Source: an optimization exercise on an open RTL-to-GDS flow (aim: small area, a short achievable clock period and few clock cycles). Production flows keep margins and buffers that such runs may drop.
Only simulation tests tie the RTL to the original design; equivalence was not proved.
Power and IR drop assume default switching activity.

--- flow/config.mk ---
export PLATFORM = sky130hd
export DESIGN_NAME = vector_display
export DESIGN_NICKNAME = vector_display
export VERILOG_FILES = /design/flow/design.v
export SDC_FILE = /design/flow/constraint.sdc
export NUM_CORES = 4
export LEC_CHECK = 0
export CAP_MARGIN = 20
export CORE_MARGIN = 2
export CORE_UTILIZATION = 55
export CTS_CLUSTER_DIAMETER = 80
export CTS_CLUSTER_SIZE = 30
export PLACE_DENSITY = 0.65
export SETUP_SLACK_MARGIN = 3.2
export SLEW_MARGIN = 20
export SYNTH_MEMORY_MAX_BITS = 8192
--- flow/constraint.sdc ---
create_clock -name core_clock -period 6.0 [get_ports {clk}]
set_input_delay 1.2000 -clock core_clock [delete_from_list [all_inputs] [get_ports {clk}]]
set_output_delay 1.2000 -clock core_clock [all_outputs]
set_load 0.01 [all_outputs]
--- flow/design.v ---
`timescale 1ns/1ns
`default_nettype none
module vector_list_ram #(
    parameter int WORD_WIDTH = 18
) (
    input  wire                   clk,
    input  wire                   we,
    input  wire  [7:0]            wr_adr,
    input  wire  [WORD_WIDTH-1:0] wr_data,
    input  wire  [7:0]            rd_rh,      
    input  wire  [7:0]            rd_rl,      
    output logic [WORD_WIDTH-1:0] tap,        
    output logic [1:0]            ph,         
    output logic                  w_top       
);
    logic [7:0]            w_rh;    
    logic [7:0]            w_rl;    
    logic [3:0]            w_row;   
    logic [WORD_WIDTH-1:0] w_d;
    logic [63:0][WORD_WIDTH-1:0] r0, r1, r2, r3;
    always_ff @(posedge clk) begin
        ph <= ph + 2'd1;
    end
    always_ff @(posedge clk) begin
        for (int j = 0; j < 8; j++) begin
            w_rh[j] <= we && (wr_adr[7:5] == 3'(j));
            w_rl[j] <= (wr_adr[4:2] == 3'(j));
        end
        for (int j = 0; j < 4; j++) begin
            w_row[j] <= ((wr_adr[1:0] - ph - 2'd2) == 2'(j));
        end
        w_d <= wr_data;
    end
    assign w_top = w_rh[0] && w_rl[0];
    always_ff @(posedge clk) begin
        for (int r = 0; r < 64; r++) begin
            r0[r] <=  ((w_rh[r/8] && w_rl[r%8] && w_row[0]) ? w_d : ~r1[r]);
            r1[r] <= ~((w_rh[r/8] && w_rl[r%8] && w_row[1]) ? w_d :  r2[r]);
            r2[r] <=  ((w_rh[r/8] && w_rl[r%8] && w_row[2]) ? w_d : ~r3[r]);
            r3[r] <= ~((w_rh[r/8] && w_rl[r%8] && w_row[3]) ? w_d :  r0[r]);
        end
    end
    always_comb begin
        tap = '0;
        for (int r = 0; r < 64; r++) begin
            tap = tap | (r0[r] & {WORD_WIDTH{rd_rh[r/8] & rd_rl[r%8]}});
        end
    end
endmodule
`default_nettype wire
`timescale 1ns/1ns
`default_nettype none
module vector_manage (
    input  wire               clk,
    input  wire               rst,
    input  wire               run,
    output logic [7:0]        rd_rh,      
    output logic [7:0]        rd_rl,
    input  wire  [17:0]       tap,
    input  wire  [1:0]        ph,
    input  wire               w_top,
    output logic              d_v,
    output logic              d_term,
    output logic              d_skip,
    output logic [7:0]        d_x0,
    output logic [7:0]        d_y0,
    output logic [7:0]        d_px,      
    output logic [7:0]        d_nx,      
    output logic              d_negx,    
    output logic [7:0]        d_py,
    output logic [7:0]        d_ny,
    output logic              d_negy,
    input  wire               d_ready,
    input  wire               pass_end    
);
    localparam logic [1:0] ST_IDLE = 2'd0;
    localparam logic [1:0] ST_RUN  = 2'd1;
    localparam logic [1:0] ST_DONE = 2'd2;
    logic [1:0]  state;
    logic        fetching;
    logic        f_v;
    logic [17:0] f_e;
    logic        f_ready;
    logic        take;
    logic [17:0] lb [4];
    logic        lv;          
    logic        fl_act;      
    logic [1:0]  fl_n;        
    logic        fl_start;
    logic        fl_end;
    logic [17:0] tap_r;       
    logic        fl_cap;      
    logic        lv_set;      
    logic [1:0]  ck;          
    logic [17:0] c_e;
    logic        c_go;
    logic        c_term;
    logic [7:0]  pen_x, pen_y;
    logic [7:0]  ls_sx, ls_sy, ls_ex, ls_ey;   
    logic [7:0]  ls_px, ls_nx, ls_py, ls_ny;   
    logic        ls_negx, ls_negy;
    logic        ls_pt;       
    logic        pen_eq;      
    logic        have_last;   
    logic [7:0]  ex, ey;
    logic        is_pos, is_line, is_point, is_seg, is_redraw;
    logic        eq_last, eq_pen;
    logic        skip, drop, term;
    logic [8:0]  px, nx, py, ny;
    assign fl_end   = fl_act && (fl_n == 2'd3);
    assign fl_start = !fl_act && !lv && !lv_set;
    assign c_e      = lb[ck];
    assign c_term   = c_e[1] && c_e[0];
    assign f_ready  = !f_v || take;
    assign c_go     = (((state == ST_RUN) && fetching) ||
                       ((state == ST_IDLE) && run && !w_top)) && lv && f_ready;
    always_ff @(posedge clk) begin
        if (rst) begin
            state    <= ST_IDLE;
            fetching <= 1'b0;
            f_v      <= 1'b0;
            lv       <= 1'b0;
            lv_set   <= 1'b0;
            fl_cap   <= 1'b0;
            fl_act   <= 1'b0;
            fl_n     <= '0;
            ck       <= '0;
            rd_rh    <= 8'd1;
            rd_rl    <= 8'd1;
        end else begin
            case (state)
                ST_IDLE: begin
                    if (run) begin
                        state    <= ST_RUN;
                        fetching <= 1'b1;
                    end
                end
                ST_RUN: begin
                    if (pass_end) state <= ST_DONE;
                end
                default: state <= ST_IDLE;
            endcase
            fl_cap <= fl_act;
            lv_set <= fl_end;
            if (lv_set) lv <= 1'b1;
            if (fl_start) begin
                fl_act <= 1'b1;
                fl_n   <= '0;
            end else if (fl_act) begin
                fl_n <= fl_n + 2'd1;
                if (fl_end) begin
                    fl_act <= 1'b0;
                    rd_rl  <= {rd_rl[6:0], rd_rl[7]};
                    if (rd_rl[7]) rd_rh <= {rd_rh[6:0], rd_rh[7]};
                end
            end
            if (c_go) begin
                ck <= ck + 2'd1;
                if (ck == 2'd3) lv <= 1'b0;
                if (c_term) fetching <= 1'b0;
            end
            if (f_ready) f_v <= c_go;
            if ((c_go && c_term) || w_top) begin
                lv     <= 1'b0;
                lv_set <= 1'b0;
                fl_cap <= 1'b0;
                fl_act <= 1'b0;
                fl_n   <= '0;
                ck     <= '0;
                rd_rh  <= 8'd1;
                rd_rl  <= 8'd1;
            end
        end
    end
    always_ff @(posedge clk) begin
        tap_r <= tap;
        if (fl_cap) lb[ph - 2'd1] <= tap_r;
        if (c_go) f_e <= c_e;
    end
    function automatic logic [10:0] add11(input logic [10:0] a, input logic [10:0] b,
                                          input logic cin);
        logic [10:0] g, p, cg, cp;
        g  = a & b;
        p  = a ^ b;
        cg = g;
        cp = p;
        cg[0] = g[0] | (p[0] & cin);
        for (int d = 1; d < 11; d = d * 2) begin
            for (int i = 10; i >= d; i--) begin
                cg[i] = cg[i] | (cp[i] & cg[i-d]);
                cp[i] = cp[i] & cp[i-d];
            end
        end
        add11 = p ^ {cg[9:0], cin};
    endfunction
    function automatic logic [7:0] inc8(input logic [7:0] a);
        logic [7:0] r;
        logic       c;
        c = 1'b1;
        for (int i = 0; i < 8; i++) begin
            r[i] = a[i] ^ c;
            c    = c & a[i];
        end
        inc8 = r;
    endfunction
    function automatic logic [7:0] dec8(input logic [7:0] a);
        logic [7:0] r;
        logic       c;
        c = 1'b1;
        for (int i = 0; i < 8; i++) begin
            r[i] = a[i] ^ c;
            c    = c & ~a[i];
        end
        dec8 = r;
    endfunction
    assign ex      = f_e[17:10];
    assign ey      = f_e[9:2];
    assign is_line = f_e[1];
    assign is_pos  = f_e[0];
    assign eq_last = ({ex, ey} == {ls_ex, ls_ey});
    assign eq_pen  = ({ex, ey} == {pen_x, pen_y});
    assign term      = is_pos && is_line;
    assign is_point  = is_pos && !is_line;
    assign is_seg    = is_line && !is_pos;
    assign is_redraw = !is_pos && !is_line;
    always_comb begin
        skip = have_last && ls_pt;   
        drop = skip;
        if (is_point) begin
            skip = have_last && eq_last;
            drop = skip;
        end else if (is_seg) begin
            skip = have_last && pen_eq;
            drop = skip && eq_pen;
        end
    end
    assign take = f_v && (!d_v || d_ready);
    logic [10:0] px11, nx11, py11, ny11;
    assign px11  = add11({3'b0, ex}, ~{3'b0, pen_x}, 1'b1);
    assign nx11  = add11({3'b0, pen_x}, ~{3'b0, ex}, 1'b1);
    assign py11  = add11({3'b0, ey}, ~{3'b0, pen_y}, 1'b1);
    assign ny11  = add11({3'b0, pen_y}, ~{3'b0, ey}, 1'b1);
    assign px    = px11[8:0];
    assign nx    = nx11[8:0];
    assign py    = py11[8:0];
    assign ny    = ny11[8:0];
    always_ff @(posedge clk) begin
        if (rst) begin
            d_v       <= 1'b0;
            pen_x     <= '0;
            pen_y     <= '0;
            ls_sx     <= '0;
            ls_sy     <= '0;
            ls_ex     <= '0;
            ls_ey     <= '0;
            ls_px     <= '0;
            ls_nx     <= '0;
            ls_py     <= '0;
            ls_ny     <= '0;
            ls_negx   <= 1'b0;
            ls_negy   <= 1'b0;
            ls_pt     <= 1'b1;
            pen_eq    <= 1'b0;
            have_last <= 1'b0;
        end else begin
            if (state == ST_IDLE) begin
                pen_x  <= '0;
                pen_y  <= '0;
                pen_eq <= (ls_ex == 8'd0) && (ls_ey == 8'd0);
            end
            if (!d_v || d_ready) d_v <= take && (term || !drop);
            if (take && !term) begin
                have_last <= 1'b1;
                if (is_point) begin
                    pen_x  <= ex;
                    pen_y  <= ey;
                    pen_eq <= 1'b1;
                    ls_sx  <= ex;
                    ls_sy  <= ey;
                    ls_ex  <= ex;
                    ls_ey  <= ey;
                    ls_px   <= '0;
                    ls_nx   <= '0;
                    ls_py   <= '0;
                    ls_ny   <= '0;
                    ls_negx <= 1'b0;
                    ls_negy <= 1'b0;
                    ls_pt  <= 1'b1;
                end
                if (is_seg) begin
                    pen_x  <= ex;
                    pen_y  <= ey;
                    pen_eq <= 1'b1;
                    ls_sx  <= pen_x;
                    ls_sy  <= pen_y;
                    ls_ex  <= ex;
                    ls_ey  <= ey;
                    ls_px   <= px[7:0];
                    ls_nx   <= nx[7:0];
                    ls_py   <= py[7:0];
                    ls_ny   <= ny[7:0];
                    ls_negx <= px[8];
                    ls_negy <= py[8];
                    ls_pt  <= eq_pen;
                end
            end
        end
    end
    always_ff @(posedge clk) begin
        if (take) begin
            d_term <= term;
            d_skip <= skip;
            if (is_point) begin
                d_x0  <= ex;
                d_y0  <= ey;
                d_px   <= '0;
                d_nx   <= '0;
                d_py   <= '0;
                d_ny   <= '0;
                d_negx <= 1'b0;
                d_negy <= 1'b0;
            end else if (is_seg) begin
                d_x0  <= pen_x;
                d_y0  <= pen_y;
                d_px   <= px[7:0];
                d_nx   <= nx[7:0];
                d_py   <= py[7:0];
                d_ny   <= ny[7:0];
                d_negx <= px[8];
                d_negy <= py[8];
            end else begin
                d_x0  <= ls_sx;
                d_y0  <= ls_sy;
                d_px   <= ls_px;
                d_nx   <= ls_nx;
                d_py   <= ls_py;
                d_ny   <= ls_ny;
                d_negx <= ls_negx;
                d_negy <= ls_negy;
            end
        end
    end
endmodule
`default_nettype wire
`timescale 1ns/1ns
`default_nettype none
module bresenham (
    input  wire               clk,
    input  wire               rst,
    input  wire               d_v,
    input  wire               d_term,
    input  wire               d_skip,    
    input  wire  [7:0]        d_x0,
    input  wire  [7:0]        d_y0,
    input  wire  [7:0]        d_px,      
    input  wire  [7:0]        d_nx,      
    input  wire               d_negx,    
    input  wire  [7:0]        d_py,
    input  wire  [7:0]        d_ny,
    input  wire               d_negy,
    output logic              d_ready,
    output logic              p_v,
    output logic [7:0]        p_x,
    output logic [7:0]        p_y,
    output logic              pass_end
);
    function automatic logic [10:0] add11(input logic [10:0] a, input logic [10:0] b,
                                          input logic cin);
        logic [10:0] g, p, cg, cp;
        g  = a & b;
        p  = a ^ b;
        cg = g;
        cp = p;
        cg[0] = g[0] | (p[0] & cin);
        for (int d = 1; d < 11; d = d * 2) begin
            for (int i = 10; i >= d; i--) begin
                cg[i] = cg[i] | (cp[i] & cg[i-d]);
                cp[i] = cp[i] & cp[i-d];
            end
        end
        add11 = p ^ {cg[9:0], cin};
    endfunction
    function automatic logic [7:0] inc8(input logic [7:0] a);
        logic [7:0] r;
        logic       c;
        c = 1'b1;
        for (int i = 0; i < 8; i++) begin
            r[i] = a[i] ^ c;
            c    = c & a[i];
        end
        inc8 = r;
    endfunction
    function automatic logic [7:0] dec8(input logic [7:0] a);
        logic [7:0] r;
        logic       c;
        c = 1'b1;
        for (int i = 0; i < 8; i++) begin
            r[i] = a[i] ^ c;
            c    = c & ~a[i];
        end
        dec8 = r;
    endfunction
    logic               n_v, n_term, n_skip, n_sx, n_sy;
    logic               n_ax0, n_ax1, n_ay0, n_ay1;   
    logic [7:0]         n_x, n_y, n_adx, n_ady;
    logic signed [8:0]  n_dm;
    logic signed [10:0] n_u, n_v0;
    logic               n_ready;
    logic signed [8:0]  k_dm;
    logic [7:0]  d_adx, d_ady;
    logic        d_sx, d_sy;
    logic [10:0] k_dm11;
    assign d_adx   = d_negx ? d_nx : d_px;   
    assign d_ady   = d_negy ? d_ny : d_py;
    assign d_sx    = !d_negx;
    assign d_sy    = !d_negy;
    assign k_dm11  = add11({3'b0, d_adx}, ~{3'b0, d_ady}, 1'b1);
    assign k_dm    = k_dm11[8:0];
    assign d_ready = !n_v || n_ready;
    always_ff @(posedge clk) begin
        if (rst) n_v <= 1'b0;
        else if (d_ready) n_v <= d_v;
    end
    always_ff @(posedge clk) begin
        if (d_ready && d_v) begin
            n_term  <= d_term;
            n_skip  <= d_skip;
            n_sx    <= d_sx;
            n_sy    <= d_sy;
            n_x     <= d_x0;
            n_y     <= d_y0;
            n_adx   <= d_adx;
            n_ady   <= d_ady;
            n_dm    <= k_dm;
            n_ax0   <= (d_adx == 8'd0);
            n_ax1   <= (d_adx == 8'd1);
            n_ay0   <= (d_ady == 8'd0);
            n_ay1   <= (d_ady == 8'd1);
            n_u     <= add11({2'b0, d_adx, 1'b0}, ~{3'b0, d_ady}, 1'b1);
            n_v0    <= add11({2'b0, d_ady, 1'b0}, ~{3'b0, d_adx}, 1'b1);
        end
    end
    logic               e_act, e_last, e_sx, e_sy;
    logic [7:0]         e_x, e_y, e_adx, e_ady;
    logic [7:0]         e_rx, e_ry;   
    logic signed [8:0]  e_dm;
    logic signed [10:0] e_u, e_v;
    logic               e_free, e_take;
    logic               stx, sty;
    logic [7:0]         s_x, s_y;
    logic signed [10:0] s_u, s_v;
    logic               ntx, nty;
    logic [7:0]         t_x, t_y;
    logic signed [10:0] t_u, t_v;
    assign e_free  = !e_act || e_last;
    assign e_take  = e_free && n_v;
    assign n_ready = e_free;
    always_comb begin
        stx = !e_u[10];
        sty = !e_v[10];
        s_x = stx ? (e_sx ? inc8(e_x) : dec8(e_x)) : e_x;
        s_y = sty ? (e_sy ? inc8(e_y) : dec8(e_y)) : e_y;
        if (stx && sty) begin
            s_u = add11(e_u, {e_dm[8], e_dm[8:0], 1'b0}, 1'b0);
            s_v = add11(e_v, ~{e_dm[8], e_dm[8:0], 1'b0}, 1'b1);
        end else if (stx) begin
            s_u = add11(e_u, ~{2'b0, e_ady, 1'b0}, 1'b1);
            s_v = add11(e_v, {2'b0, e_ady, 1'b0}, 1'b0);
        end else begin
            s_u = add11(e_u, {2'b0, e_adx, 1'b0}, 1'b0);
            s_v = add11(e_v, ~{2'b0, e_adx, 1'b0}, 1'b1);
        end
    end
    always_comb begin
        ntx = !n_u[10];
        nty = !n_v0[10];
        t_x = ntx ? (n_sx ? inc8(n_x) : dec8(n_x)) : n_x;
        t_y = nty ? (n_sy ? inc8(n_y) : dec8(n_y)) : n_y;
        if (ntx && nty) begin
            t_u = add11(n_u, {n_dm[8], n_dm[8:0], 1'b0}, 1'b0);
            t_v = add11(n_v0, ~{n_dm[8], n_dm[8:0], 1'b0}, 1'b1);
        end else if (ntx) begin
            t_u = add11(n_u, ~{2'b0, n_ady, 1'b0}, 1'b1);
            t_v = add11(n_v0, {2'b0, n_ady, 1'b0}, 1'b0);
        end else begin
            t_u = add11(n_u, {2'b0, n_adx, 1'b0}, 1'b0);
            t_v = add11(n_v0, ~{2'b0, n_adx, 1'b0}, 1'b1);
        end
    end
    always_ff @(posedge clk) begin
        if (rst) begin
            e_act <= 1'b0;
        end else if (e_free) begin
            e_act <= n_v && !n_term;
        end
    end
    always_ff @(posedge clk) begin
        if (e_take) begin
            e_sx   <= n_sx;
            e_sy   <= n_sy;
            e_adx  <= n_adx;
            e_ady  <= n_ady;
            e_dm   <= n_dm;
            if (n_skip) begin
                e_x    <= t_x;
                e_y    <= t_y;
                e_u    <= t_u;
                e_v    <= t_v;
                e_rx   <= ntx ? dec8(n_adx) : n_adx;
                e_ry   <= nty ? dec8(n_ady) : n_ady;
                e_last <= (ntx ? n_ax1 : n_ax0) && (nty ? n_ay1 : n_ay0);
            end else begin
                e_x    <= n_x;
                e_y    <= n_y;
                e_u    <= n_u;
                e_v    <= n_v0;
                e_rx   <= n_adx;
                e_ry   <= n_ady;
                e_last <= n_ax0 && n_ay0;
            end
        end else begin
            e_x    <= s_x;
            e_y    <= s_y;
            e_u    <= s_u;
            e_v    <= s_v;
            e_rx   <= stx ? dec8(e_rx) : e_rx;
            e_ry   <= sty ? dec8(e_ry) : e_ry;
            e_last <= (stx ? (e_rx == 8'd1) : (e_rx == 8'd0)) &&
                      (sty ? (e_ry == 8'd1) : (e_ry == 8'd0));
        end
    end
    assign pass_end = e_take && n_term;   
    assign p_v = e_act;
    assign p_x = e_x;
    assign p_y = e_y;
endmodule
`default_nettype wire
`timescale 1ns/1ns
`default_nettype none
module pixel_writer (
    input  wire         clk,
    input  wire         rst,
    input  wire         p_v,
    input  wire  [7:0]  p_x,
    input  wire  [7:0]  p_y,
    input  wire         pass_end,
    output logic        pixel_we,
    output logic [15:0] pixel_adr,
    output logic        pass_done
);
    always_ff @(posedge clk) begin
        if (rst) begin
            pixel_we  <= 1'b0;
            pass_done <= 1'b0;
        end else begin
            pixel_we  <= p_v;
            pass_done <= pass_end;
        end
    end
    always_ff @(posedge clk) begin
        pixel_adr <= {p_y, p_x};   
    end
endmodule
`default_nettype wire
`timescale 1ns/1ns
`default_nettype none
module vector_display (
    input  wire         clk,
    input  wire         rst,
    input  wire         run,
    input  wire         load_we,
    input  wire  [7:0]  load_adr,
    input  wire  [7:0]  load_x,
    input  wire  [7:0]  load_y,
    input  wire         load_line,
    input  wire         load_pos,
    output logic        pixel_we,
    output logic [15:0] pixel_adr,
    output logic        pass_done
);
    logic [17:0]       rd_data;
    logic [7:0]        rd_rh, rd_rl;
    logic [1:0]        ph;
    logic              w_top;
    logic              d_v, d_term, d_skip, d_ready;
    logic [7:0]        d_x0, d_y0;
    logic [7:0]        d_px, d_nx, d_py, d_ny;
    logic              d_negx, d_negy;
    logic              p_v, pass_end;
    logic [7:0]        p_x, p_y;
    vector_list_ram u_ram (
        .clk     (clk),
        .we      (load_we),
        .wr_adr  (load_adr),
        .wr_data ({load_x, load_y, load_line, load_pos}),
        .rd_rh   (rd_rh),
        .rd_rl   (rd_rl),
        .tap     (rd_data),
        .ph      (ph),
        .w_top   (w_top)
    );
    vector_manage u_manage (
        .clk      (clk),
        .rst      (rst),
        .run      (run),
        .rd_rh    (rd_rh),
        .rd_rl    (rd_rl),
        .tap      (rd_data),
        .ph       (ph),
        .w_top    (w_top),
        .d_v      (d_v),
        .d_term   (d_term),
        .d_skip   (d_skip),
        .d_x0     (d_x0),
        .d_y0     (d_y0),
        .d_px     (d_px),
        .d_nx     (d_nx),
        .d_negx   (d_negx),
        .d_py     (d_py),
        .d_ny     (d_ny),
        .d_negy   (d_negy),
        .d_ready  (d_ready),
        .pass_end (pass_end)
    );
    bresenham u_line (
        .clk      (clk),
        .rst      (rst),
        .d_v      (d_v),
        .d_term   (d_term),
        .d_skip   (d_skip),
        .d_x0     (d_x0),
        .d_y0     (d_y0),
        .d_px     (d_px),
        .d_nx     (d_nx),
        .d_negx   (d_negx),
        .d_py     (d_py),
        .d_ny     (d_ny),
        .d_negy   (d_negy),
        .d_ready  (d_ready),
        .p_v      (p_v),
        .p_x      (p_x),
        .p_y      (p_y),
        .pass_end (pass_end)
    );
    pixel_writer u_writer (
        .clk       (clk),
        .rst       (rst),
        .p_v       (p_v),
        .p_x       (p_x),
        .p_y       (p_y),
        .pass_end  (pass_end),
        .pixel_we  (pixel_we),
        .pixel_adr (pixel_adr),
        .pass_done (pass_done)
    );
endmodule
`default_nettype wire
--- flow/run.sh ---
#!/bin/bash
# synth_recipe.tcl (not shown) runs the flow's synth.tcl, then flattens the netlist and writes it again
# the make line also repeats each setting of config.mk as NAME=value (left out here)
make -C /OpenROAD-flow-scripts/flow DESIGN_CONFIG=/design/flow/config.mk WORK_HOME=/design/flow/orfs CLKGATE_MAP_FILE= SYNTH_SCRIPT=/design/flow/synth_recipe.tcl finish
==> metrics.md <==
| Metric | Value |
|---|---|
| Status | `timing/DRC/antenna clean` |
| Post-synthesis mux area share | `13.97%` |
| Slew HR | `11.44%` |
| Crit-path cells | `buf_12 -> a22oi_1 -> a21oi_1 -> nor3_2 -> and3_1 -> nand3_1` |
| Switch share | `24.86%` |
| Final Max Slew Viols | `0` |
| CP Data Arrival Time | `3.83 ns` |
| Vias | `122528` |
| Post-synthesis instance area | `173300 sq um` |
| Clock share of power | `29.7%` |
| Synth Area in XOR/XNOR | `0.7328%` |
| Clock Skew | `0.05536 ns` |
| Pre-CTS setup slack | `2.289 ns` |
| Post-DP HPWL | `458100 um` |
| Type of the worst setup path | `reg -> reg` |
| Clk slew on worst S/H paths | `0.11 ns` |
| Share of layout cells above drive strength 1 | `6.261%` |
| Die height | `565.4 um` |
| Mapped Cells | `16421` |
| Max-cap check violation count | `0` |
| Synth Flop Type | `dfxtp_1` |
| CTS tree | `done` |
| # rows | `206` |
| CP Capture Type | `flip-flop` |
| Vias per inst | `6.097` |
| Dpl cells | `19677` |
| Synth Area in Adders | `1.551%` |
| Drt initial violations | `17528` |
| Clk sink count | `5089` |
| Seq pwr share | `63.8%` |
| Area contributors post-synth | `dfxtp_1, mux2i_1, a21oi_1` |
| RSZ-0062 raised after global routing | `yes` |
| Static leakage | `0.09166 uW` |
| Setup violators final | `0` |
| Port Buf Inserts | `47` |
| Int Pwr | `44510 uW` |
| Total grt overflow | `0` |
| Clock Latency Late Sink | `0.98 ns` |
| Worst setup margin | `2.976 ns` |
| YS warnings | `4` |
| Mapped Nets | `16658` |
| Largest net degree at the start of global routing | `149` |
| Antenna-violating nets left | `0` |
| Worst-margin pin slew | `1.328 ns` |
| Final TNS setup | `0 ns` |
| Simple-gate share of the synthesized area | `8.091%` |
| R2R Setup Slk | `2.98 ns` |
| Slowest cell on crit path | `a22oi_1` |
| H-tree levels | `4` |
| Worst VDD drop | `0.2952 mV` |
| Final nets | `16053` |
| Vias in the first global route | `105819` |
| Asr flop ratio synth | `0%` |
| Hold Path Depth | `1` |
| DRC | `0` |
| Largest family of logic cells by synthesized area | `multiplexers` |
| Die W | `565.4 um` |
| 1st-pass router iterations | `9` |
| Synth top cells by count | `dfxtp_1, nor2_1, a21oi_1` |
| # hold bufs at CTS | `0` |
| First-pass GRT wire length | `880800 um` |
| Critical Path Stages | `6` |
| Synth area leader | `dfxtp_1` |
| Gate power share | `6.5%` |
| Syn_area_per_cell | `10.55 sq um` |
| Initial Util | `55.16%` |
| Fmax | `330.6 MHz` |
| Delay-heaviest family, CP | `compound AO/OA/AOI/OAI gates` |
| Final period util | `50.41%` |
| Finished Cell Area | `185000 sq um` |
| GRT Resource Usage Total | `39.68%` |
| Clk root buf | `clkbuf_16` |
| CTS buffer count | `207` |
| Most common cell in the netlist | `dfxtp_1` |
| Initial antenna violation count | `77` |
| Core area | `314200 sq um` |
| Reg2Reg Depth | `6` |
| DP Area | `177200 sq um` |
| Placer Congestion | `1.066` |
| Critical path peak fanout | `45` |
| Synth cell types | `79` |
| Die Area | `319600 sq um` |
| Layout area overhead | `6.757%` |
| EDFF count, synth | `268` |
| CP Launch Type | `flip-flop` |
| Hold Path Class | `reg -> reg` |
| Synthesized flop and latch total | `5089` |
| Layout Cells excl Fill | `20098` |
| Max Buffers Root-to-Sink | `4` |
| Seq/Total Area, Yosys | `60.33%` |
| # IOs | `48` |
| Switch Pwr | `14720 uW` |
| Hold Vio Cnt, Final | `0` |
| CP required | `6.80 ns` |
| Final WL | `654800 um` |
| Synth top area share | `55.69%` |
| Power per Cell Area | `320.1 nW/um^2` |
| Fin crit period | `3.024 ns` |
| Synth Area in Compound Gates | `11.89%` |
| DR WL/cell | `32.58 um` |
| Worst path bufs/invs | `1` |
| Max incr delay on CP | `0.99 ns` |
[kinds of logic (layout without fill, tap and decap cells)]
group | after synthesis | count (layout)
xor gates and xnor gates | 145 | 145
buffers and inverters | 1531 | 1002
adders and majority gates | 207 | 207
AOI/OAI and AO/OA | 3585 | 3585
and+or+nand+nor | 3469 | 3470
other | 0 | 45
muxes | 2395 | 2395
DFF | 5089 | 5089
[cells in the final DEF, fill, tap and decap left out, types with 49 or more instances in the layout]
master        n
a211oi_1     55
a21oi_1    2538
a222oi_1     88
a22o_1       70
a22oi_1     249
a32oi_1      49
buf_4       401
clkbuf_16   211
dfxtp_1    4781
edfxtp_1    268
ha_1        190
inv_1       179
mux2i_1    2365
nand2_1     438
nand2_2      51
nand2b_1     53
nand3_1      70
nand4_1      50
nor2_1     2542
o21ai_0     158
o22ai_1      69
xnor2_1     100
[sequential cells by signal, summed over array words and instances, names as in the netlist, 9 cells and up, named ones only]
register	cells
u_ram.r0	1152
u_ram.r1	1152
u_ram.r2	1152
u_ram.r3	1152
u_manage.lb	72
u_manage.f_e	18
u_manage.tap_r	18
u_ram.w_d	18
u_writer.pixel_adr	16
u_line.n_u	11
u_line.n_v0	11
u_line.e_u	10
u_line.e_v	10
u_line.e_dm	9
u_line.n_dm	9
[area by class of cell]
cell class / count / area, sq um
Fill cell: 26747 / 129200
Tap cell: 4160 / 5205
Clock buffer: 242 / 5466
Clock inverter: 44 / 665.6
Antenna cell: 45 / 112.6
Inverter: 200 / 798.3
Multi-Input combinational cell: 9802 / 63460
Timing Repair Buffer: 515 / 4622
Timing Repair inverter: 1 / 5.005
Sequential cell: 5089 / 104700
[through the flow]
stage	hold slack, ns	power [uW]	utilization, %
global placement	0.3796	42080	56.37
global route	0.3895	60990	58.85
CTS	0.3742	59220	58.61
detailed placement	0.3834	42220	56.40
floorplan	0.3677	40270	-
finish	0.3812	59240	58.89
[worst reg2reg max path, cell delays in order (launching register included)]
cell and delay (ns):
dfxtp_4 0.51, buf_12 0.27, a22oi_1 1.07, a21oi_1 0.20
nor3_2 0.50, and3_1 0.25, nand3_1 0.08
[final timing paths]
check	from	endpoint
worst min-delay path	u_ram.r3[149]	u_ram.r2[149]
worst min register to register	u_ram.r3[149]	u_ram.r2[149]
worst max-delay path	u_manage.rd_rh[5]	u_manage.tap_r[15]
worst max register to register	u_manage.rd_rh[5]	u_manage.tap_r[15]
[routing by layer]
metal	track usage, %	share of wire [%]	up-vias
met5	0	0.024	-
li1	-	-	55037
met2	54.84	40	5820
met1	56.21	42	60503
met3	8.789	10	1144
met4	24.32	7.3	24
[power groups by stage]
stage / sequential (uW) / combinational [uW] / clock [uW]
3_5_place_dp: 38400 / 3780 / 0
4_1_cts: 37700 / 3780 / 17800
3_3_place_gp: 38400 / 3670 / 0
5_1_grt: 37900 / 4240 / 18900
2_1_floorplan: 37500 / 2750 / 0
6_report: 37800 / 3840 / 17600
[timing repair]
| item | in CTS | in global routing |
|---|---|---|
| pin swaps | 10 | 15 |
| gates cloned | 1 | 1 |
| setup buffers | 42 | 40 |
| setup endpoints to repair | 271 | 61 |
| resized for setup | 128 | 76 |
Testbench counts, summed over its fixed seeds: cycles 234,237.

==> re-timing with driven ports <==
Ports are ideal in the flow. The routed layout listed here was re-timed in OpenROAD.
Step 1 (the two cells are an assumption about what drives the block):
set clk [get_ports {clk}]
set_driving_cell -lib_cell sky130_fd_sc_hd__clkbuf_16 $clk
set_driving_cell -lib_cell sky130_fd_sc_hd__buf_2 [delete_from_list [all_inputs] $clk]
Step 2 also shifts input and output timing later by t, the mid clock arrival at the registers, as if the neighbouring blocks saw the same clock.
Three values: ideal ports, drivers, drivers and shift; two values: the first two.
shift t [ns]: 1.050
setup slack, ns: 2.976 / 2.976 / 2.432
worst register clock-pin slew, ns: 0.12 / 0.12
worst slew at a driven data input, ns: 0.10
pins driven straight from the clock port: 1
After both steps this run still meets setup and hold. For this run, drivers alone change the setup slack by 0.000 ns; drivers and shift together by -0.544 ns.
